Background: an optimization exercise with open tools, aiming at small area. Do not read the settings as production practice. The RTL was checked by simulation tests, not by an equivalence proof against the original design.

==> inputs of build 7 <==
==> flow/design.v (excerpt) <==
module aurora_lite_top (
    input  logic                     clk160,
    input  logic                     rst,
    input  logic [1:0]               pattern_sel,
    input  logic [64-1:0] user_word,
    output logic [32-1:0]    tx_data,
    input  logic [32-1:0]    rx_data,
    output logic                     rx_locked,
    output logic [64-1:0] rx_word,
    output logic                     rx_word_valid,
    output logic [32-1:0] ber_cnt
);
    logic [66-1:0] tx_block;
    logic                   tx_block_next;
    logic [66-1:0] rx_block;
    logic                   rx_block_valid;
    logic                   rx_block_load;
    logic                   rx_slip;
    tx_encoder u_tx_encoder (
        .clk160      (clk160),
        .rst         (rst),
        .pattern_sel (pattern_sel),
        .user_word   (user_word),
        .block_next  (tx_block_next),
        .block       (tx_block)
    );
    tx_gearbox u_tx_gearbox (
        .clk160     (clk160),
        .rst        (rst),
        .block      (tx_block),
        .block_next (tx_block_next),
        .tx_data    (tx_data)
    );
    rx_gearbox u_rx_gearbox (
        .clk160  (clk160),
        .rst     (rst),
        .rx_data (rx_data),
        .slip        (rx_slip),
        .block       (rx_block),
        .block_valid (rx_block_valid),
        .block_load  (rx_block_load)
    );
    block_sync u_block_sync (
        .clk160 (clk160),
        .rst    (rst),
        .block       (rx_block),
        .block_valid (rx_block_valid),
        .slip        (rx_slip),
        .locked      (rx_locked)
    );
    rx_checker u_rx_checker (
        .clk160        (clk160),
        .rst           (rst),
        .block         (rx_block),
        .block_valid   (rx_block_valid),
        .block_load    (rx_block_load),
        .locked        (rx_locked),
        .rx_word       (rx_word),
        .rx_word_valid (rx_word_valid),
        .ber_cnt       (ber_cnt)
    );
endmodule
==> module rx_gearbox, before the edit <==
module rx_gearbox (
    input  logic                  clk160,
    input  logic                  rst,
    input  logic [32-1:0] rx_data,
    input  logic                  slip,
    output logic [66-1:0] block,
    output logic                  block_valid,
    output logic                  block_load
);
    localparam int hist_w = 66 - 1;
    logic [hist_w-1:0]               hist;
    logic [32-1:0]           lane;
    logic                            lane_lsb;
    logic [hist_w+32-1:0]    line;
    logic [6:0]                      cnt_q;
    logic [6:0]                      avail;
    logic [6:0]                      rest;
    logic [4:0]                      off;
    logic                            full;
    logic [66+13:0]         cut16;
    logic [66+5:0]          cut8;
    logic [66+1:0]          cut4;
    logic [66-1:0]          cut;
    assign avail = cnt_q + 7'(32) - {6'd0, slip};
    assign rest  = avail - 7'(66);
    assign full  = !rest[6];
    assign off   = rest[4:0];
    assign block_load = full;
    assign lane = avail[0] ? {lane_lsb, rx_data[32-1:1]} : rx_data;
    assign line = {hist, lane};
    always_ff @(posedge clk160) begin
        hist     <= line[hist_w-1:0];
        lane_lsb <= rx_data[0];
    end
    assign cut16 = off[4] ? line[66+29:16] : line[66+13:0];
    assign cut8  = off[3] ? cut16[66+13:8] : cut16[66+5:0];
    assign cut4  = off[2] ? cut8[66+5:4]   : cut8[66+1:0];
    assign cut   = off[1] ? cut4[66+1:2]   : cut4[66-1:0];
    always_ff @(posedge clk160) begin
        if (rst) begin
            cnt_q       <= '0;
            block_valid <= 1'b0;
        end else begin
            block_valid <= full;
            cnt_q       <= full ? rest : avail;
        end
    end
    always_ff @(posedge clk160) begin
        if (full) begin
            block <= cut;
        end
    end
endmodule
==> module rx_checker, before the edit <==
module rx_checker (
    input  logic                     clk160,
    input  logic                     rst,
    input  logic [66-1:0]   block,
    input  logic                     block_valid,
    input  logic                     block_load,
    input  logic                     locked,
    output logic [64-1:0] rx_word,
    output logic                     rx_word_valid,
    output logic [32-1:0] ber_cnt
);
    logic [aurora_lite_pkg::scr_state_w-1:0]   dsc_state;
    logic [aurora_lite_pkg::scr_state_w-1:0]   dsc_state_nx;
    logic [64-1:0] dsc_word;
    logic [32-1:0] ber_sum;
    logic [1:0]               header;
    logic                     primed;
    logic                     take;
    assign header = block[66-1 -: 2];
    assign take   = block_valid && locked;
    assign {dsc_state_nx, dsc_word} = aurora_lite_pkg::descramble_step(block[64-1:0], dsc_state);
    assign rx_word = dsc_word;
    ber_add u_ber_add (
        .bits (dsc_word ^ 64'hB0B5_C0CA_C01A_CAFE),
        .acc  (ber_cnt),
        .sum  (ber_sum)
    );
    always_ff @(posedge clk160) begin
        if (block_load) begin
            dsc_state <= block[aurora_lite_pkg::scr_state_w-1:0];
        end
    end
    always_ff @(posedge clk160) begin
        if (rst) begin
            primed        <= 1'b0;
            rx_word_valid <= 1'b0;
            ber_cnt       <= '0;
        end else begin
            rx_word_valid <= 1'b0;
            if (!locked) begin
                primed <= 1'b0;
            end else if (block_valid) begin
                primed <= 1'b1;
                if (primed && header == aurora_lite_pkg::hdr_data) begin
                    rx_word_valid <= 1'b1;
                end
                if (primed && header == aurora_lite_pkg::hdr_ctrl) begin
                    ber_cnt <= ber_sum;
                end
            end
        end
    end
endmodule
==> module aurora_lite_top, before the edit <==
module aurora_lite_top (
    input  logic                     clk160,
    input  logic                     rst,
    input  logic [1:0]               pattern_sel,
    input  logic [64-1:0] user_word,
    output logic [32-1:0]    tx_data,
    input  logic [32-1:0]    rx_data,
    output logic                     rx_locked,
    output logic [64-1:0] rx_word,
    output logic                     rx_word_valid,
    output logic [32-1:0] ber_cnt
);
    logic [66-1:0] tx_block;
    logic                   tx_block_next;
    logic [66-1:0] rx_block;
    logic                   rx_block_valid;
    logic                   rx_block_load;
    logic                   rx_slip;
    tx_encoder u_tx_encoder (
        .clk160      (clk160),
        .rst         (rst),
        .pattern_sel (pattern_sel),
        .user_word   (user_word),
        .block_next  (tx_block_next),
        .block       (tx_block)
    );
    tx_gearbox u_tx_gearbox (
        .clk160     (clk160),
        .rst        (rst),
        .block      (tx_block),
        .block_next (tx_block_next),
        .tx_data    (tx_data)
    );
    rx_gearbox u_rx_gearbox (
        .clk160  (clk160),
        .rst     (rst),
        .rx_data (rx_data),
        .slip        (rx_slip),
        .block       (rx_block),
        .block_valid (rx_block_valid),
        .block_load  (rx_block_load)
    );
    block_sync u_block_sync (
        .clk160 (clk160),
        .rst    (rst),
        .block       (rx_block),
        .block_valid (rx_block_valid),
        .slip        (rx_slip),
        .locked      (rx_locked)
    );
    rx_checker u_rx_checker (
        .clk160        (clk160),
        .rst           (rst),
        .block         (rx_block),
        .block_valid   (rx_block_valid),
        .block_load    (rx_block_load),
        .locked        (rx_locked),
        .rx_word       (rx_word),
        .rx_word_valid (rx_word_valid),
        .ber_cnt       (ber_cnt)
    );
endmodule
Settings: LEC_CHECK=0, CAP_MARGIN=20, CORE_MARGIN=2, CORE_UTILIZATION=40, SLEW_MARGIN=20; clock period 10.0 ns.
standard.sh (not shown) runs the stock make flow with config.mk's settings and CLKGATE_MAP_FILE= SYNTH_SCRIPT=/design/flow/synth_recipe.tcl, a recipe that flattens the netlist after the stock synthesis.
==> flow/flow/run.sh <==
#!/bin/bash
# The standard layout with three changes:
# - synthesis is synth_recipe.tcl unchanged except that abc maps the logic between the
#   registers with flow/abc_area.script, area-oriented mapping (amap) followed by
#   abc's own buffering and sizing, instead of ORFS's
#   speed script; the registers, their names and cells are those of the standard synthesis
# - the port buffers are buf_1 instead of the default delay buffer
# - clock tree synthesis clusters up to 25 sinks within 100 um and adds no dummy loads
# The whole make run is logged to standard_flow.log here; each tool's log is under orfs/logs.
set -euo pipefail
work=$PWD
cat > "$work/area_synth.tcl" <<TCL
proc abc {args} {
  set i [lsearch -exact \$args -script]
  if {\$i >= 0} { lset args [expr {\$i + 1}] {$work/flow/abc_area.script} }
  puts "area_synth.tcl: abc runs with [lindex \$args [expr {\$i + 1}]]"
  yosys abc {*}\$args
}
source {$work/synth_recipe.tcl}
TCL
bash standard.sh \
  "SYNTH_SCRIPT=$work/area_synth.tcl" \
  "BUFFER_PORTS_ARGS=-buffer_cell sky130_fd_sc_hd__buf_1" \
  "CTS_ARGS=-sink_clustering_enable -repair_clock_nets -sink_clustering_size 25 -sink_clustering_max_diameter 100 -dont_use_dummy_load" \
  finish > standard_flow.log 2>&1
==> flow/flow/abc_area.script <==
strash
dc2
dch -f
amap
topo
stime -c
buffer -c
upsize -c
dnsize -c
==> inputs of build 14, as changes to build 7 <==
--- a/flow/design.v
+++ b/flow/design.v
@@ -162,8 +162,7 @@
     input  logic [32-1:0] rx_data,
     input  logic                  slip,
     output logic [66-1:0] block,
-    output logic                  block_valid,
-    output logic                  block_load
+    output logic                  block_valid
 );
     localparam int hist_w = 66 - 1;
     logic [hist_w-1:0]               hist;
@@ -183,7 +182,6 @@
     assign rest  = avail - 7'(66);
     assign full  = !rest[6];
     assign off   = rest[4:0];
-    assign block_load = full;
     assign lane = avail[0] ? {lane_lsb, rx_data[32-1:1]} : rx_data;
     assign line = {hist, lane};
     always_ff @(posedge clk160) begin
@@ -278,7 +276,6 @@
     input  logic                     rst,
     input  logic [66-1:0]   block,
     input  logic                     block_valid,
-    input  logic                     block_load,
     input  logic                     locked,
     output logic [64-1:0] rx_word,
     output logic                     rx_word_valid,
@@ -291,6 +288,7 @@
     logic [1:0]               header;
     logic                     primed;
     logic                     take;
+    logic                     took;
     assign header = block[66-1 -: 2];
     assign take   = block_valid && locked;
     assign {dsc_state_nx, dsc_word} = aurora_lite_pkg::descramble_step(block[64-1:0], dsc_state);
@@ -301,7 +299,8 @@
         .sum  (ber_sum)
     );
     always_ff @(posedge clk160) begin
-        if (block_load) begin
+        took <= take;
+        if (took) begin
             dsc_state <= block[aurora_lite_pkg::scr_state_w-1:0];
         end
     end
@@ -535,7 +534,6 @@
     logic                   tx_block_next;
     logic [66-1:0] rx_block;
     logic                   rx_block_valid;
-    logic                   rx_block_load;
     logic                   rx_slip;
     tx_encoder u_tx_encoder (
         .clk160      (clk160),
@@ -558,8 +556,7 @@
         .rx_data (rx_data),
         .slip        (rx_slip),
         .block       (rx_block),
-        .block_valid (rx_block_valid),
-        .block_load  (rx_block_load)
+        .block_valid (rx_block_valid)
     );
     block_sync u_block_sync (
         .clk160 (clk160),
@@ -574,7 +571,6 @@
         .rst           (rst),
         .block         (rx_block),
         .block_valid   (rx_block_valid),
-        .block_load    (rx_block_load),
         .locked        (rx_locked),
         .rx_word       (rx_word),
         .rx_word_valid (rx_word_valid),
==> flow/flow/run.sh (replaced) <==
#!/bin/bash
# The standard layout, with two changes: the port buffers are buf_1 instead of the
# default delay buffer, and clock tree synthesis clusters up to 25 sinks within 100 um
# and adds no dummy loads. The whole make run is logged to standard_flow.log here.
set -euo pipefail
bash standard.sh \
  "BUFFER_PORTS_ARGS=-buffer_cell sky130_fd_sc_hd__buf_1" \
  "CTS_ARGS=-sink_clustering_enable -repair_clock_nets -sink_clustering_size 25 -sink_clustering_max_diameter 100 -dont_use_dummy_load" \
  finish > standard_flow.log 2>&1
removed: flow/flow/abc_area.script
==> inputs of build 39, as changes to build 7 <==
--- a/flow/flow/run.sh
+++ b/flow/flow/run.sh
@@ -1,8 +1,9 @@
 #!/bin/bash
 # The standard layout with three changes:
 # - synthesis is synth_recipe.tcl unchanged except that abc maps the logic between the
-#   registers with flow/abc_area.script, area-oriented mapping (amap) followed by
-#   abc's own buffering and sizing, instead of ORFS's
+#   registers with flow/abc_area.script, area-oriented mapping (amap -m) followed by
+#   abc's buffering and downsizing (no upsizing),
+#   instead of ORFS's
 #   speed script; the registers, their names and cells are those of the standard synthesis
 # - the port buffers are buf_1 instead of the default delay buffer
 # - clock tree synthesis clusters up to 25 sinks within 100 um and adds no dummy loads
==> flow/flow/abc_area.script (replaced) <==
strash
dc2
dch -f
amap -m
topo
stime -c
buffer -c
dnsize -c
==> out/results.txt <==
outcome - no timing/DRC/antenna violations
First DRT Iteration DRCs - 1683
drt pass-1 iters - 6
Final #Nets - 2794
vias in the first global route - 18070
met3 Resource Use GR - 3.307%
Data required, critical path - 10440 ps
Ant. Diodes - 6
post-synth top area share - 24.85%
GR Layer Usage met1 - 28.77%
[end of results for build 14]
==> out/results.txt <==
Ant. Diodes - 0
Final #Nets - 2920
clk_buf instances - 24
First DRT Iteration DRCs - 2445
drt pass-1 iters - 9
outcome - no timing/DRC/antenna violations
post-synth top area share - 27.23%
met3 Resource Use GR - 3.660%
Data required, critical path - 10510 ps
GR Layer Usage met1 - 37.38%
sequential share of the synthesized area - 44.43%
[end of results for build 39]
==> out/results.txt <==
Ant. Diodes - 0
met2 Usage GRT - 35.68%
Data required, critical path - 10460 ps
drt pass-1 iters - 7
met3 Resource Use GR - 3.394%
multiplexer share of the synthesized area - 0%
met2 wire len - 32.42 mm
post-synth top area share - 26.71%
outcome - no timing/DRC/antenna violations
Final #Nets - 2952
First DRT Iteration DRCs - 2406
GR Layer Usage met1 - 36.28%
[end of results for build 7]

## what the ideal ports hide
Ports are ideal in the flow. The routed layouts listed here were re-timed in OpenROAD.
Step 1 assumes that a clkbuf_16 drives the clock port and a buf_2 every other input.
Step 2, shift: input delay + t, output delay - t, t = (earliest + latest rising clock arrival at the registers) / 2. This alone moves slack from input paths to output paths.
Slacks: no drivers / after step 1 / after step 2; pairs: no drivers / after step 1.
run | shift t [ns] | setup slack, ns | pins driven straight from the clock port
build 7 | 0.629 | 1.168 / 1.168 / 1.168 | 1
build 14 | 0.611 | 2.241 / 2.241 / 2.241 | 1
build 39 | 0.627 | 0.866 / 0.907 / 0.281 | 1
After both steps setup and hold are still met in every run listed. For build 39, which loses most, drivers alone change the setup slack by +0.041 ns; drivers and shift together by -0.585 ns.
